Background: an optimization exercise with open tools, aiming at small area. Do not read the settings as production practice. In this exercise RTL edits were held to simulation tests only and were not proved equivalent to the original. Power figures rest on the tool's default switching activity, not on a simulated workload. No driver is modelled on the clock port, so clocking that relies on it looks cheaper here than on a real chip.

Design axi_frame_dispatch_top, start of the top module:
module axi_frame_dispatch_top (
   input  logic           s_aclk,
   input  logic           s_aresetn,
   input  logic           mode_i,
   input  logic [1:0]     s_tid_i,
   input  logic [1:0]     s_tdest_i,
   input  logic [255:0]   s_tdata_i,
   input  logic [31:0]    s_tkeep_i,
   input  logic           s_tlast_i,
   input  logic           s_tvalid_i,
   output logic           s_tready_o,
   output logic [767:0]   pg_data_o,
   output logic [2:0]     pg_last_o,
   output logic [2:0]     pg_valid_o,
   input  logic [2:0]     pg_ready_i,
   output logic [2:0]     frame_done_o,
   output logic [2:0]     frame_err_o,
   output logic           drop_o
);
   axi_frame_dispatch #(
      .IP_AMT       (3),
      .DATA_W       (256),
      .AXIS_TID_W   (2),
      .AXIS_TDEST_W (2),
      .FIFO_DEPTH   (4),
      .FRAME_PGNUM  (9600)
   ) u_dispatch (
      .s_aclk       (s_aclk),
      .s_aresetn    (s_aresetn),
      .mode_i       (mode_i),
      .s_tid_i      (s_tid_i),
      .s_tdest_i    (s_tdest_i),
      .s_tdata_i    (s_tdata_i),
      .s_tkeep_i    (s_tkeep_i),
      .s_tlast_i    (s_tlast_i),
      .s_tvalid_i   (s_tvalid_i),
      .s_tready_o   (s_tready_o),
      .pg_data_o    (pg_data_o),
      .pg_last_o    (pg_last_o),
      .pg_valid_o   (pg_valid_o),
      .pg_ready_i   (pg_ready_i),
      .frame_done_o (frame_done_o),
      .frame_err_o  (frame_err_o),
      .drop_o       (drop_o)
   );
endmodule
Size in the first run: roughly 8900 cells after synthesis, roughly 1100 I/O pins, about 110000 µm² of cells after synthesis.
Settings: LEC_CHECK=0, CAP_MARGIN=5, CORE_MARGIN=2, CORE_UTILIZATION=80, SLEW_MARGIN=5, SYNTH_HIERARCHICAL=1; clock period 6.0 ns.
standard.sh (not shown) runs the stock make flow with config.mk's settings and CLKGATE_MAP_FILE= SYNTH_SCRIPT=/design/flow/synth_recipe.tcl, a recipe that flattens the netlist after the stock synthesis.
==> flow/flow/run.sh <==
#!/bin/bash
set -euo pipefail
cd "$(dirname "$0")/.."
export BUFFER_PORTS_ARGS="-buffer_cell sky130_fd_sc_hd__buf_1"
export CTS_ARGS="-sink_clustering_enable -repair_clock_nets -dont_use_dummy_load -buf_list sky130_fd_sc_hd__clkbuf_16 -sink_clustering_size 30 -sink_clustering_max_diameter 60"
bash standard.sh > standard.log 2>&1
The baseline finished with timing, DRC and antenna clean.
Then changed:
Settings changed: CORE_UTILIZATION 80 to 65.
The changed run finished with timing, DRC and antenna clean; sequential power is about the same; flip-flop and latch count is unchanged; non-clock buffer count went down by 28; clock skew went down by 0.0033 ns.
Then changed:
==> flow/flow/run.sh (replaced) <==
#!/bin/bash
set -euo pipefail
cd "$(dirname "$0")/.."
export BUFFER_PORTS_ARGS="-buffer_cell sky130_fd_sc_hd__buf_1"
export CTS_ARGS="-sink_clustering_enable -repair_clock_nets -dont_use_dummy_load -buf_list sky130_fd_sc_hd__clkbuf_16 -sink_clustering_size 30 -sink_clustering_max_diameter 100"
bash standard.sh > standard.log 2>&1
Settings changed: CAP_MARGIN 5 to 20, SLEW_MARGIN 5 to 20.
Result: The changed run finished with timing, DRC and antenna clean; die area does not change; final area goes down by 0.91%; power goes down by 4.2%; non-clock buffer count goes up by 2; global-route usage goes down by 0.22 points; hold slack gains 0.0069 ns; register-to-register slack loses 0.08 ns.
Then changed:
==> flow/flow/run.sh (replaced) <==
#!/bin/bash
set -euo pipefail
cd "$(dirname "$0")/.."
export BUFFER_PORTS_ARGS="-buffer_cell sky130_fd_sc_hd__buf_1"
export CTS_ARGS="-sink_clustering_enable -repair_clock_nets -dont_use_dummy_load -buf_list sky130_fd_sc_hd__clkbuf_16 -sink_clustering_size 30 -sink_clustering_max_diameter 60"
bash standard.sh > standard.log 2>&1
What happened:
- non-clock buffer count does not change
- synthesized area is unchanged
- die area is unchanged
- utilization rose by 0.63 points

* * *

Another version of the RTL of axi_frame_dispatch_top (not shown whole).
Size: ~6,100 cells after synthesis, about 3,100 flip-flops.
clock: 6.0 ns
lec_check: 0
cap_margin: 20
core_margin: 2
core_utilization: 65
slew_margin: 20
==> flow/flow/run.sh <==
#!/bin/bash
set -euo pipefail
cd "$(dirname "$0")/.."
export BUFFER_PORTS_ARGS="-buffer_cell sky130_fd_sc_hd__buf_1"
export CTS_ARGS="-sink_clustering_enable -repair_clock_nets -dont_use_dummy_load -buf_list sky130_fd_sc_hd__clkbuf_16 -sink_clustering_size 30 -sink_clustering_max_diameter 60"
bash standard.sh > standard.log 2>&1
The first run finished clean.
Rerun with:
==> flow/run.sh (new file) <==
#!/bin/bash
# synth_recipe.tcl (not shown) runs the flow's synth.tcl, then flattens the netlist and writes it again
# the make line also repeats each setting of config.mk as NAME=value (left out here)
make -C /OpenROAD-flow-scripts/flow DESIGN_CONFIG=/design/flow/config.mk WORK_HOME=/design/flow/orfs CLKGATE_MAP_FILE= SYNTH_SCRIPT=/design/flow/synth_recipe.tcl finish
--- a/flow/config.mk
+++ b/flow/config.mk
@@ -9,3 +9,3 @@
 export CORE_MARGIN = 2
-export CORE_UTILIZATION = 65
+export CORE_UTILIZATION = 40
 export SLEW_MARGIN = 20
removed: flow/flow/run.sh
removed: flow/standard.sh
The new run completed with no timing, DRC or antenna violations.
Worst hold slack is worse by 0.011 ns.
Fmax goes down by roughly a tenth.
Global-route usage goes down by 11 points.
Routed wire length rises by roughly a tenth.
Clock power goes up by well over a third.
Setup slack is worse by 0.47 ns.
Total power rose by a quarter to a third.
Final area came out higher by roughly a tenth.
Final cell count rises by about a fifth.
Rerun with:
==> flow/flow/run.sh (new file) <==
#!/bin/bash
set -euo pipefail
cd "$(dirname "$0")/.."
export BUFFER_PORTS_ARGS="-buffer_cell sky130_fd_sc_hd__buf_1"
export CTS_ARGS="-sink_clustering_enable -repair_clock_nets -dont_use_dummy_load -buf_list sky130_fd_sc_hd__clkbuf_16 -sink_clustering_size 30 -sink_clustering_max_diameter 60"
bash standard.sh > standard.log 2>&1
==> flow/standard.sh (new file) <==
#!/bin/bash
# synth_recipe.tcl (not shown) runs the flow's synth.tcl, then flattens the netlist and writes it again
# the make line also repeats each setting of config.mk as NAME=value (left out here)
make -C /OpenROAD-flow-scripts/flow DESIGN_CONFIG=/design/flow/config.mk WORK_HOME=/design/flow/orfs CLKGATE_MAP_FILE= SYNTH_SCRIPT=/design/flow/synth_recipe.tcl "${@:-finish}"
--- a/flow/config.mk
+++ b/flow/config.mk
@@ -9,3 +9,3 @@
 export CORE_MARGIN = 2
-export CORE_UTILIZATION = 40
+export CORE_UTILIZATION = 50
 export SLEW_MARGIN = 20
removed: flow/run.sh
What happened: Clock power went down by about 43%. Combinational power went down by about 7%. Routed wire length went down by 4.4%. Via count went down by 2.7%. Setup slack improved by 0.53 ns. Total power went down by about 20%.
Rerun with:
==> flow/flow/run.sh (replaced) <==
#!/bin/bash
set -euo pipefail
cd "$(dirname "$0")/.."
export BUFFER_PORTS_ARGS="-buffer_cell sky130_fd_sc_hd__buf_1"
export CTS_ARGS="-sink_clustering_enable -repair_clock_nets -dont_use_dummy_load"
bash standard.sh > standard.log 2>&1
--- a/flow/config.mk
+++ b/flow/config.mk
@@ -9,3 +9,3 @@
 export CORE_MARGIN = 2
-export CORE_UTILIZATION = 50
+export CORE_UTILIZATION = 40
 export SLEW_MARGIN = 20
The new run produced a clean layout.
Power grows by about a fifth.
Via count climbs by a few percent.
Area after synthesis is unchanged.
Register-to-register slack gets worse by 0.16 ns.
Synthesized cell count does not change.
Setup slack gains 0.059 ns.

## what the ideal ports hide
The results above use ideal ports. As a check the final layouts listed here were re-extracted and re-timed, cells and wires unchanged.
Step 1 assumes that a clkbuf_16 drives the clock port and a buf_2 every other input.
Step 2 times the ports against the registers' clock, not the clock port: input delays grow and output delays shrink by t, the midpoint of the rising clock arrivals with the driver on.
Slacks: ideal ports / drivers / drivers and shift; pairs: ideal ports / drivers.
run | t (ns) | setup WS [ns] | worst hold slack (ns) | worst slew at a driven data input, ns
the first run of note 1 | 0.903 | 1.630 / 1.630 / 0.873 | 0.438 / 0.438 / 0.438 | 0.27
the second run of note 1 | 0.927 | 1.822 / 1.786 / 1.018 | 0.442 / 0.442 / 0.442 | 0.24
the third run of note 1 | 0.881 | 1.746 / 1.746 / 0.946 | 0.449 / 0.449 / 0.449 | 0.23
the fourth run of note 1 | 0.934 | 1.810 / 1.786 / 0.997 | 0.445 / 0.445 / 0.445 | 0.25
the first run of note 2 | 0.848 | 1.624 / 1.601 / 1.595 | 0.455 / 0.455 / 0.455 | 0.19
the second run of note 2 | 1.012 | 1.155 / 1.122 / 1.122 | 0.444 / 0.372 / 0.450 | 0.19
the third run of note 2 | 0.903 | 1.688 / 1.665 / 1.505 | 0.447 / 0.447 / 0.447 | 0.23
the fourth run of note 2 | 1.021 | 1.748 / 1.655 / 1.601 | 0.445 / 0.375 / 0.448 | 0.18
After both steps setup and hold are still met in every run listed. The setup slack of the fourth run of note 1, which loses most, moves by -0.024 ns with the drivers and by -0.813 ns with both steps.
